From an optimization exercise on the open Yosys and OpenROAD flow, aimed at small area and a short achievable clock period; shortcuts taken in it are not production practice. Function was checked by simulation only, so behaviour that the tests miss may differ from the original.

==> willow <==
==> flow/design.v (excerpt) <==
module mult_sched
#(
    parameter int NREQ = 4,
    parameter int LAT  = 1
) (
    input  logic                      pclk,
    input  logic                      reset,
    input  logic [NREQ-1:0]           req_valid,
    output logic [NREQ-1:0]           req_ready,
    input  logic [NREQ*A_W-1:0]       req_a,
    input  logic [NREQ*B_W-1:0]       req_b,
    input  logic [NREQ-1:0]           req_mask,
    output logic                      rsp_valid,
    output logic [$clog2(NREQ)-1:0]   rsp_id,
    output logic [P_W-1:0]            rsp_data,
    output logic                      busy
);
==> module mult_sched, before the edit <==
module mult_sched
#(
    parameter int NREQ = 4,
    parameter int LAT  = 1
) (
    input  logic                      pclk,
    input  logic                      reset,
    input  logic [NREQ-1:0]           req_valid,
    output logic [NREQ-1:0]           req_ready,
    input  logic [NREQ*A_W-1:0]       req_a,
    input  logic [NREQ*B_W-1:0]       req_b,
    input  logic [NREQ-1:0]           req_mask,
    output logic                      rsp_valid,
    output logic [$clog2(NREQ)-1:0]   rsp_id,
    output logic [P_W-1:0]            rsp_data,
    output logic                      busy
);
    logic [3:0]            elig_s;
    logic [3:0]            grant_s;
    logic                  accept_s;
    logic [1:0]            g_idx_s;
    logic [1:0]            rr_ptr_r;
    logic signed [A_W-1:0] a_sel_s;
    logic signed [B_W-1:0] b_sel_s;
    logic                  v_r;
    logic [1:0]            id_r;
    logic [3:0]            ahead_s [4];
    logic [1:0]            di_s, dj_s;
    always_comb begin
        for (int i = 0; i < 4; i++) begin
            for (int j = 0; j < 4; j++) begin
                di_s = 2'(i) - rr_ptr_r;
                dj_s = 2'(j) - rr_ptr_r;
                ahead_s[i][j] = (dj_s < di_s);
            end
        end
        elig_s = req_valid & ~req_mask;
        for (int i = 0; i < 4; i++) begin
            grant_s[i] = elig_s[i] & ~|(elig_s & ahead_s[i]);
        end
        accept_s = |elig_s;
        g_idx_s  = {grant_s[3] | grant_s[2], grant_s[3] | grant_s[1]};
        a_sel_s = '0;
        b_sel_s = '0;
        for (int i = 0; i < NREQ; i++) begin
            a_sel_s = a_sel_s | (req_a[i*A_W +: A_W] & {A_W{grant_s[i]}});
            b_sel_s = b_sel_s | (req_b[i*B_W +: B_W] & {B_W{grant_s[i]}});
        end
    end
    mult_pipe u_mult (
        .pclk  (pclk),
        .reset (reset),
        .en    (accept_s),
        .a     (a_sel_s),
        .b     (b_sel_s),
        .p     (rsp_data)
    );
    always_ff @(posedge pclk or posedge reset) begin
        if (reset) begin
            rr_ptr_r <= '0;
            v_r      <= 1'b0;
            id_r     <= '0;
        end else begin
            if (accept_s) begin
                rr_ptr_r <= g_idx_s + 2'd1;
            end
            v_r  <= accept_s;
            id_r <= g_idx_s;
        end
    end
    assign req_ready = reset ? '0 : grant_s;
    assign rsp_valid = v_r;
    assign rsp_id    = id_r;
    assign busy      = v_r;
endmodule
clock: 15.0 ns
lec_check: 0
abc_area: 1
cap_margin: 20
core_margin: 2
core_utilization: 50
slew_margin: 20
synth_hierarchical: 1
synth_minimum_keep_size: 0
standard.sh (not shown) runs the stock make flow with config.mk's settings and CLKGATE_MAP_FILE= SYNTH_SCRIPT=/design/flow/synth_recipe.tcl, a recipe that flattens the netlist after the stock synthesis.
==> flow/flow/run.sh <==
#!/bin/bash
# Layout: the standard flow (standard.sh) with these changes to how it is made:
#  - synthesis maps logic with an area-oriented ABC script (flow/abc_area.script, picked
#    through ABC_AREA=1 from a copy of the ORFS scripts folder);
#  - the port buffers that placement inserts on every input and output are buf_1 cells;
#  - timing repair aims for a larger setup margin up to clock tree synthesis, and a
#    smaller one after global routing.
# Each tool's output goes to its own log under orfs/logs/; make's output to run_make*.log.
set -euo pipefail
rm -rf scripts_own
cp -r "$FLOW_HOME/scripts" scripts_own
cp flow/abc_area.script scripts_own/abc_area.script
BUF="BUFFER_PORTS_ARGS=-buffer_cell sky130_fd_sc_hd__buf_1"
bash standard.sh SCRIPTS_DIR="$PWD/scripts_own" SETUP_SLACK_MARGIN=6.3 "$BUF" cts > run_make_cts.log 2>&1
bash standard.sh SCRIPTS_DIR="$PWD/scripts_own" SETUP_SLACK_MARGIN=5.9 "$BUF" > run_make.log 2>&1
==> flow/flow/abc_area.script <==
strash
dch
amap
topo
stime -c
buffer -c
upsize -c
dnsize -c
==> harbor (differences from willow) <==
--- a/flow/design.v
+++ b/flow/design.v
@@ -1649,27 +1649,25 @@
     logic [1:0]            g_idx_s;
     logic [1:0]            rr_ptr_r;
     logic signed [A_W-1:0] a_sel_s;
     logic signed [B_W-1:0] b_sel_s;
     logic                  v_r;
     logic [1:0]            id_r;
-    logic [3:0]            ahead_s [4];
-    logic [1:0]            di_s, dj_s;
     always_comb begin
-        for (int i = 0; i < 4; i++) begin
-            for (int j = 0; j < 4; j++) begin
-                di_s = 2'(i) - rr_ptr_r;
-                dj_s = 2'(j) - rr_ptr_r;
-                ahead_s[i][j] = (dj_s < di_s);
-            end
-        end
         elig_s = req_valid & ~req_mask;
-        for (int i = 0; i < 4; i++) begin
-            grant_s[i] = elig_s[i] & ~|(elig_s & ahead_s[i]);
-        end
-        accept_s = |elig_s;
+        case (rr_ptr_r)
+            2'd0: grant_s = elig_s[0] ? 4'b0001 : elig_s[1] ? 4'b0010 : elig_s[2] ? 4'b0100 :
+                            elig_s[3] ? 4'b1000 : 4'b0000;
+            2'd1: grant_s = elig_s[1] ? 4'b0010 : elig_s[2] ? 4'b0100 : elig_s[3] ? 4'b1000 :
+                            elig_s[0] ? 4'b0001 : 4'b0000;
+            2'd2: grant_s = elig_s[2] ? 4'b0100 : elig_s[3] ? 4'b1000 : elig_s[0] ? 4'b0001 :
+                            elig_s[1] ? 4'b0010 : 4'b0000;
+            default: grant_s = elig_s[3] ? 4'b1000 : elig_s[0] ? 4'b0001 : elig_s[1] ? 4'b0010 :
+                               elig_s[2] ? 4'b0100 : 4'b0000;
+        endcase
+        accept_s = |grant_s;
         g_idx_s  = {grant_s[3] | grant_s[2], grant_s[3] | grant_s[1]};
         a_sel_s = '0;
         b_sel_s = '0;
         for (int i = 0; i < NREQ; i++) begin
             a_sel_s = a_sel_s | (req_a[i*A_W +: A_W] & {A_W{grant_s[i]}});
             b_sel_s = b_sel_s | (req_b[i*B_W +: B_W] & {B_W{grant_s[i]}});
--- a/flow/flow/run.sh
+++ b/flow/flow/run.sh
@@ -8,8 +8,8 @@
 # Each tool's output goes to its own log under orfs/logs/; make's output to run_make*.log.
 set -euo pipefail
 rm -rf scripts_own
 cp -r "$FLOW_HOME/scripts" scripts_own
 cp flow/abc_area.script scripts_own/abc_area.script
 BUF="BUFFER_PORTS_ARGS=-buffer_cell sky130_fd_sc_hd__buf_1"
-bash standard.sh SCRIPTS_DIR="$PWD/scripts_own" SETUP_SLACK_MARGIN=6.3 "$BUF" cts > run_make_cts.log 2>&1
-bash standard.sh SCRIPTS_DIR="$PWD/scripts_own" SETUP_SLACK_MARGIN=5.9 "$BUF" > run_make.log 2>&1
+bash standard.sh SCRIPTS_DIR="$PWD/scripts_own" SETUP_SLACK_MARGIN=6.5 "$BUF" cts > run_make_cts.log 2>&1
+bash standard.sh SCRIPTS_DIR="$PWD/scripts_own" SETUP_SLACK_MARGIN=6.0 "$BUF" > run_make.log 2>&1
CORE_UTILIZATION = 40   (was 50)
==> onyx (differences from willow) <==
--- a/flow/design.v
+++ b/flow/design.v
@@ -5,19 +5,30 @@
 endpackage
 import mult_sched_pkg::*;
 module mult_pipe (
     input  logic                  pclk,
     input  logic                  reset,
     input  logic                  en,
+    input  logic [3:0]            grant,
+    input  logic [4*A_W-1:0]      a_all,
     input  logic signed [A_W-1:0] a,
     input  logic signed [B_W-1:0] b,
     output logic signed [P_W-1:0] p
 );
+    logic [A_W/2-1:0] neg_sel;
+    always_comb begin
+        neg_sel = '0;
+        for (int r = 0; r < 4; r++) begin
+            for (int i = 0; i < A_W/2; i++) begin
+                neg_sel[i] = neg_sel[i] | (a_all[r*A_W + 2*i + 1] & grant[r]);
+            end
+        end
+    end
     wire one0 = a[0] ^ 1'b0;
     wire two0 = (a[1] & ~a[0] & ~1'b0) | (~a[1] & a[0] & 1'b0);
-    wire neg0 = a[1];
+    wire neg0 = neg_sel[0];
     wire [32:0] pp0;
     assign pp0[0] = ((one0 & b[0]) | (two0 & 1'b0)) ^ neg0;
     assign pp0[1] = ((one0 & b[1]) | (two0 & b[0])) ^ neg0;
     assign pp0[2] = ((one0 & b[2]) | (two0 & b[1])) ^ neg0;
     assign pp0[3] = ((one0 & b[3]) | (two0 & b[2])) ^ neg0;
     assign pp0[4] = ((one0 & b[4]) | (two0 & b[3])) ^ neg0;
@@ -48,13 +59,13 @@
     assign pp0[29] = ((one0 & b[29]) | (two0 & b[28])) ^ neg0;
     assign pp0[30] = ((one0 & b[30]) | (two0 & b[29])) ^ neg0;
     assign pp0[31] = ((one0 & b[31]) | (two0 & b[30])) ^ neg0;
     assign pp0[32] = ((one0 & b[31]) | (two0 & b[31])) ^ neg0;
     wire one1 = a[2] ^ a[1];
     wire two1 = (a[3] & ~a[2] & ~a[1]) | (~a[3] & a[2] & a[1]);
-    wire neg1 = a[3];
+    wire neg1 = neg_sel[1];
     wire [32:0] pp1;
     assign pp1[0] = ((one1 & b[0]) | (two1 & 1'b0)) ^ neg1;
     assign pp1[1] = ((one1 & b[1]) | (two1 & b[0])) ^ neg1;
     assign pp1[2] = ((one1 & b[2]) | (two1 & b[1])) ^ neg1;
     assign pp1[3] = ((one1 & b[3]) | (two1 & b[2])) ^ neg1;
     assign pp1[4] = ((one1 & b[4]) | (two1 & b[3])) ^ neg1;
@@ -85,13 +96,13 @@
     assign pp1[29] = ((one1 & b[29]) | (two1 & b[28])) ^ neg1;
     assign pp1[30] = ((one1 & b[30]) | (two1 & b[29])) ^ neg1;
     assign pp1[31] = ((one1 & b[31]) | (two1 & b[30])) ^ neg1;
     assign pp1[32] = ((one1 & b[31]) | (two1 & b[31])) ^ neg1;
     wire one2 = a[4] ^ a[3];
     wire two2 = (a[5] & ~a[4] & ~a[3]) | (~a[5] & a[4] & a[3]);
-    wire neg2 = a[5];
+    wire neg2 = neg_sel[2];
     wire [32:0] pp2;
     assign pp2[0] = ((one2 & b[0]) | (two2 & 1'b0)) ^ neg2;
     assign pp2[1] = ((one2 & b[1]) | (two2 & b[0])) ^ neg2;
     assign pp2[2] = ((one2 & b[2]) | (two2 & b[1])) ^ neg2;
     assign pp2[3] = ((one2 & b[3]) | (two2 & b[2])) ^ neg2;
     assign pp2[4] = ((one2 & b[4]) | (two2 & b[3])) ^ neg2;
@@ -122,13 +133,13 @@
     assign pp2[29] = ((one2 & b[29]) | (two2 & b[28])) ^ neg2;
     assign pp2[30] = ((one2 & b[30]) | (two2 & b[29])) ^ neg2;
     assign pp2[31] = ((one2 & b[31]) | (two2 & b[30])) ^ neg2;
     assign pp2[32] = ((one2 & b[31]) | (two2 & b[31])) ^ neg2;
     wire one3 = a[6] ^ a[5];
     wire two3 = (a[7] & ~a[6] & ~a[5]) | (~a[7] & a[6] & a[5]);
-    wire neg3 = a[7];
+    wire neg3 = neg_sel[3];
     wire [32:0] pp3;
     assign pp3[0] = ((one3 & b[0]) | (two3 & 1'b0)) ^ neg3;
     assign pp3[1] = ((one3 & b[1]) | (two3 & b[0])) ^ neg3;
     assign pp3[2] = ((one3 & b[2]) | (two3 & b[1])) ^ neg3;
     assign pp3[3] = ((one3 & b[3]) | (two3 & b[2])) ^ neg3;
     assign pp3[4] = ((one3 & b[4]) | (two3 & b[3])) ^ neg3;
@@ -159,13 +170,13 @@
     assign pp3[29] = ((one3 & b[29]) | (two3 & b[28])) ^ neg3;
     assign pp3[30] = ((one3 & b[30]) | (two3 & b[29])) ^ neg3;
     assign pp3[31] = ((one3 & b[31]) | (two3 & b[30])) ^ neg3;
     assign pp3[32] = ((one3 & b[31]) | (two3 & b[31])) ^ neg3;
     wire one4 = a[8] ^ a[7];
     wire two4 = (a[9] & ~a[8] & ~a[7]) | (~a[9] & a[8] & a[7]);
-    wire neg4 = a[9];
+    wire neg4 = neg_sel[4];
     wire [32:0] pp4;
     assign pp4[0] = ((one4 & b[0]) | (two4 & 1'b0)) ^ neg4;
     assign pp4[1] = ((one4 & b[1]) | (two4 & b[0])) ^ neg4;
     assign pp4[2] = ((one4 & b[2]) | (two4 & b[1])) ^ neg4;
     assign pp4[3] = ((one4 & b[3]) | (two4 & b[2])) ^ neg4;
     assign pp4[4] = ((one4 & b[4]) | (two4 & b[3])) ^ neg4;
@@ -196,13 +207,13 @@
     assign pp4[29] = ((one4 & b[29]) | (two4 & b[28])) ^ neg4;
     assign pp4[30] = ((one4 & b[30]) | (two4 & b[29])) ^ neg4;
     assign pp4[31] = ((one4 & b[31]) | (two4 & b[30])) ^ neg4;
     assign pp4[32] = ((one4 & b[31]) | (two4 & b[31])) ^ neg4;
     wire one5 = a[10] ^ a[9];
     wire two5 = (a[11] & ~a[10] & ~a[9]) | (~a[11] & a[10] & a[9]);
-    wire neg5 = a[11];
+    wire neg5 = neg_sel[5];
     wire [32:0] pp5;
     assign pp5[0] = ((one5 & b[0]) | (two5 & 1'b0)) ^ neg5;
     assign pp5[1] = ((one5 & b[1]) | (two5 & b[0])) ^ neg5;
     assign pp5[2] = ((one5 & b[2]) | (two5 & b[1])) ^ neg5;
     assign pp5[3] = ((one5 & b[3]) | (two5 & b[2])) ^ neg5;
     assign pp5[4] = ((one5 & b[4]) | (two5 & b[3])) ^ neg5;
@@ -233,13 +244,13 @@
     assign pp5[29] = ((one5 & b[29]) | (two5 & b[28])) ^ neg5;
     assign pp5[30] = ((one5 & b[30]) | (two5 & b[29])) ^ neg5;
     assign pp5[31] = ((one5 & b[31]) | (two5 & b[30])) ^ neg5;
     assign pp5[32] = ((one5 & b[31]) | (two5 & b[31])) ^ neg5;
     wire one6 = a[12] ^ a[11];
     wire two6 = (a[13] & ~a[12] & ~a[11]) | (~a[13] & a[12] & a[11]);
-    wire neg6 = a[13];
+    wire neg6 = neg_sel[6];
     wire [32:0] pp6;
     assign pp6[0] = ((one6 & b[0]) | (two6 & 1'b0)) ^ neg6;
     assign pp6[1] = ((one6 & b[1]) | (two6 & b[0])) ^ neg6;
     assign pp6[2] = ((one6 & b[2]) | (two6 & b[1])) ^ neg6;
     assign pp6[3] = ((one6 & b[3]) | (two6 & b[2])) ^ neg6;
     assign pp6[4] = ((one6 & b[4]) | (two6 & b[3])) ^ neg6;
@@ -270,13 +281,13 @@
     assign pp6[29] = ((one6 & b[29]) | (two6 & b[28])) ^ neg6;
     assign pp6[30] = ((one6 & b[30]) | (two6 & b[29])) ^ neg6;
     assign pp6[31] = ((one6 & b[31]) | (two6 & b[30])) ^ neg6;
     assign pp6[32] = ((one6 & b[31]) | (two6 & b[31])) ^ neg6;
     wire one7 = a[14] ^ a[13];
     wire two7 = (a[15] & ~a[14] & ~a[13]) | (~a[15] & a[14] & a[13]);
-    wire neg7 = a[15];
+    wire neg7 = neg_sel[7];
     wire [32:0] pp7;
     assign pp7[0] = ((one7 & b[0]) | (two7 & 1'b0)) ^ neg7;
     assign pp7[1] = ((one7 & b[1]) | (two7 & b[0])) ^ neg7;
     assign pp7[2] = ((one7 & b[2]) | (two7 & b[1])) ^ neg7;
     assign pp7[3] = ((one7 & b[3]) | (two7 & b[2])) ^ neg7;
     assign pp7[4] = ((one7 & b[4]) | (two7 & b[3])) ^ neg7;
@@ -307,13 +318,13 @@
     assign pp7[29] = ((one7 & b[29]) | (two7 & b[28])) ^ neg7;
     assign pp7[30] = ((one7 & b[30]) | (two7 & b[29])) ^ neg7;
     assign pp7[31] = ((one7 & b[31]) | (two7 & b[30])) ^ neg7;
     assign pp7[32] = ((one7 & b[31]) | (two7 & b[31])) ^ neg7;
     wire one8 = a[16] ^ a[15];
     wire two8 = (a[17] & ~a[16] & ~a[15]) | (~a[17] & a[16] & a[15]);
-    wire neg8 = a[17];
+    wire neg8 = neg_sel[8];
     wire [32:0] pp8;
     assign pp8[0] = ((one8 & b[0]) | (two8 & 1'b0)) ^ neg8;
     assign pp8[1] = ((one8 & b[1]) | (two8 & b[0])) ^ neg8;
     assign pp8[2] = ((one8 & b[2]) | (two8 & b[1])) ^ neg8;
     assign pp8[3] = ((one8 & b[3]) | (two8 & b[2])) ^ neg8;
     assign pp8[4] = ((one8 & b[4]) | (two8 & b[3])) ^ neg8;
@@ -344,13 +355,13 @@
     assign pp8[29] = ((one8 & b[29]) | (two8 & b[28])) ^ neg8;
     assign pp8[30] = ((one8 & b[30]) | (two8 & b[29])) ^ neg8;
     assign pp8[31] = ((one8 & b[31]) | (two8 & b[30])) ^ neg8;
     assign pp8[32] = ((one8 & b[31]) | (two8 & b[31])) ^ neg8;
     wire one9 = a[18] ^ a[17];
     wire two9 = (a[19] & ~a[18] & ~a[17]) | (~a[19] & a[18] & a[17]);
-    wire neg9 = a[19];
+    wire neg9 = neg_sel[9];
     wire [32:0] pp9;
     assign pp9[0] = ((one9 & b[0]) | (two9 & 1'b0)) ^ neg9;
     assign pp9[1] = ((one9 & b[1]) | (two9 & b[0])) ^ neg9;
     assign pp9[2] = ((one9 & b[2]) | (two9 & b[1])) ^ neg9;
     assign pp9[3] = ((one9 & b[3]) | (two9 & b[2])) ^ neg9;
     assign pp9[4] = ((one9 & b[4]) | (two9 & b[3])) ^ neg9;
@@ -381,13 +392,13 @@
     assign pp9[29] = ((one9 & b[29]) | (two9 & b[28])) ^ neg9;
     assign pp9[30] = ((one9 & b[30]) | (two9 & b[29])) ^ neg9;
     assign pp9[31] = ((one9 & b[31]) | (two9 & b[30])) ^ neg9;
     assign pp9[32] = ((one9 & b[31]) | (two9 & b[31])) ^ neg9;
     wire one10 = a[20] ^ a[19];
     wire two10 = (a[21] & ~a[20] & ~a[19]) | (~a[21] & a[20] & a[19]);
-    wire neg10 = a[21];
+    wire neg10 = neg_sel[10];
     wire [32:0] pp10;
     assign pp10[0] = ((one10 & b[0]) | (two10 & 1'b0)) ^ neg10;
     assign pp10[1] = ((one10 & b[1]) | (two10 & b[0])) ^ neg10;
     assign pp10[2] = ((one10 & b[2]) | (two10 & b[1])) ^ neg10;
     assign pp10[3] = ((one10 & b[3]) | (two10 & b[2])) ^ neg10;
     assign pp10[4] = ((one10 & b[4]) | (two10 & b[3])) ^ neg10;
@@ -418,13 +429,13 @@
     assign pp10[29] = ((one10 & b[29]) | (two10 & b[28])) ^ neg10;
     assign pp10[30] = ((one10 & b[30]) | (two10 & b[29])) ^ neg10;
     assign pp10[31] = ((one10 & b[31]) | (two10 & b[30])) ^ neg10;
     assign pp10[32] = ((one10 & b[31]) | (two10 & b[31])) ^ neg10;
     wire one11 = a[22] ^ a[21];
     wire two11 = (a[23] & ~a[22] & ~a[21]) | (~a[23] & a[22] & a[21]);
-    wire neg11 = a[23];
+    wire neg11 = neg_sel[11];
     wire [32:0] pp11;
     assign pp11[0] = ((one11 & b[0]) | (two11 & 1'b0)) ^ neg11;
     assign pp11[1] = ((one11 & b[1]) | (two11 & b[0])) ^ neg11;
     assign pp11[2] = ((one11 & b[2]) | (two11 & b[1])) ^ neg11;
     assign pp11[3] = ((one11 & b[3]) | (two11 & b[2])) ^ neg11;
     assign pp11[4] = ((one11 & b[4]) | (two11 & b[3])) ^ neg11;
@@ -455,13 +466,13 @@
     assign pp11[29] = ((one11 & b[29]) | (two11 & b[28])) ^ neg11;
     assign pp11[30] = ((one11 & b[30]) | (two11 & b[29])) ^ neg11;
     assign pp11[31] = ((one11 & b[31]) | (two11 & b[30])) ^ neg11;
     assign pp11[32] = ((one11 & b[31]) | (two11 & b[31])) ^ neg11;
     wire one12 = a[24] ^ a[23];
     wire two12 = (a[25] & ~a[24] & ~a[23]) | (~a[25] & a[24] & a[23]);
-    wire neg12 = a[25];
+    wire neg12 = neg_sel[12];
     wire [32:0] pp12;
     assign pp12[0] = ((one12 & b[0]) | (two12 & 1'b0)) ^ neg12;
     assign pp12[1] = ((one12 & b[1]) | (two12 & b[0])) ^ neg12;
     assign pp12[2] = ((one12 & b[2]) | (two12 & b[1])) ^ neg12;
     assign pp12[3] = ((one12 & b[3]) | (two12 & b[2])) ^ neg12;
     assign pp12[4] = ((one12 & b[4]) | (two12 & b[3])) ^ neg12;
@@ -492,13 +503,13 @@
     assign pp12[29] = ((one12 & b[29]) | (two12 & b[28])) ^ neg12;
     assign pp12[30] = ((one12 & b[30]) | (two12 & b[29])) ^ neg12;
     assign pp12[31] = ((one12 & b[31]) | (two12 & b[30])) ^ neg12;
     assign pp12[32] = ((one12 & b[31]) | (two12 & b[31])) ^ neg12;
     wire one13 = a[26] ^ a[25];
     wire two13 = (a[27] & ~a[26] & ~a[25]) | (~a[27] & a[26] & a[25]);
-    wire neg13 = a[27];
+    wire neg13 = neg_sel[13];
     wire [32:0] pp13;
     assign pp13[0] = ((one13 & b[0]) | (two13 & 1'b0)) ^ neg13;
     assign pp13[1] = ((one13 & b[1]) | (two13 & b[0])) ^ neg13;
     assign pp13[2] = ((one13 & b[2]) | (two13 & b[1])) ^ neg13;
     assign pp13[3] = ((one13 & b[3]) | (two13 & b[2])) ^ neg13;
     assign pp13[4] = ((one13 & b[4]) | (two13 & b[3])) ^ neg13;
@@ -1676,12 +1687,14 @@
         end
     end
     mult_pipe u_mult (
         .pclk  (pclk),
         .reset (reset),
         .en    (accept_s),
+        .grant (grant_s),
+        .a_all (req_a),
         .a     (a_sel_s),
         .b     (b_sel_s),
         .p     (rsp_data)
     );
     always_ff @(posedge pclk or posedge reset) begin
         if (reset) begin
==> summary of the runs <==
onyx passed the timing, design-rule and antenna checks. harbor ran to the end with no violations. willow passed the timing, design-rule and antenna checks.
In count of clock-buffer cells in the layout, harbor and willow do not differ.
The highest critical path depth belongs to willow, the lowest to onyx.
Die area, highest first: harbor, onyx, willow.
In harbor the non-clock buffer count is higher than in onyx, by 98.
Fmax, highest first: harbor, willow, onyx.
Routed wire length, highest first: harbor, willow, onyx.
Sequential share of layout area: onyx is higher than harbor (0.87 points).
==> figures <==
Status: onyx finished clean; willow finished clean; harbor finished clean
Seq area share: onyx 0.103; willow 0.101; harbor 0.0941
Overall die height: onyx 224 µm; willow 222 µm; harbor 248 µm
Final core area utilization: onyx 0.541; willow 0.561; harbor 0.478
Overall routed net length: onyx 96200 µm; willow 102000 µm; harbor 104000 µm
Count of routing violations after the opening detailed-route iteration: onyx 3283; willow 3468; harbor 3449
Worst-path fanout max: onyx 60; willow 40; harbor 17
Worst Reg-to-Reg Cells: onyx 19; willow 21; harbor 23
Area fraction of clock buffers and clock inverters: onyx 0.0106; willow 0.0108; harbor 0.0103
Fmax: onyx 113 MHz; willow 114 MHz; harbor 116 MHz
Slack of the critical path: onyx 6170 ps; willow 6200 ps; harbor 6380 ps
Maximum single-stage delay on the critical path: onyx 570 ps; willow 490 ps; harbor 570 ps
Vias per std cell: onyx 6.71; willow 6.85; harbor 6.49
Post-detail-place hpwl: onyx 66200 µm; willow 65000 µm; harbor 64700 µm
Hold endpoint: onyx u_mult.l_r[7]$_DFFE_PP0P_; willow u_mult.l_r[11]$_DFFE_PP0P_; harbor u_mult.l_r[11]$_DFFE_PP0P_
Clk slew on worst S/H paths: onyx 80 ps; willow 90 ps; harbor 80 ps
Slew @ Worst Pin: onyx 1130 ps; willow 990 ps; harbor 853 ps
Latest clock arrival within the worst-skew pair: onyx 400 ps; willow 410 ps; harbor 410 ps
Filler cells: onyx 4541; willow 4374; harbor 5647

-- port drivers added, routing unchanged --
The flow's constraints put no driver on any port. The routed layouts listed below were extracted and timed again, unchanged, in two steps.
Step 1 (the two cells are an assumption about what drives the block):
set clk [get_ports {pclk}]
set_driving_cell -lib_cell sky130_fd_sc_hd__clkbuf_16 $clk
set_driving_cell -lib_cell sky130_fd_sc_hd__buf_2 [delete_from_list [all_inputs] $clk]
Step 2 moves the port delays by t, midway between the first and last clock arrival at a register: inputs arrive t later, outputs are due t later. That takes back most of the time a late clock gives input paths.
Slacks: ideal / step 1 / step 2; pairs: ideal / step 1.
run | t (ns) | slack for setup (ns) | slew at the worst register clock pin (ns)
willow | 0.470 | 6.201 / 6.245 / 5.775 | 0.10 / 0.10
harbor | 0.469 | 6.380 / 6.422 / 5.953 | 0.09 / 0.09
onyx | 0.464 | 6.170 / 6.202 / 5.738 | 0.08 / 0.08
After both steps setup and hold are still met in every run listed. The setup slack of onyx, which loses most, moves by +0.032 ns with the drivers and by -0.432 ns with both steps.
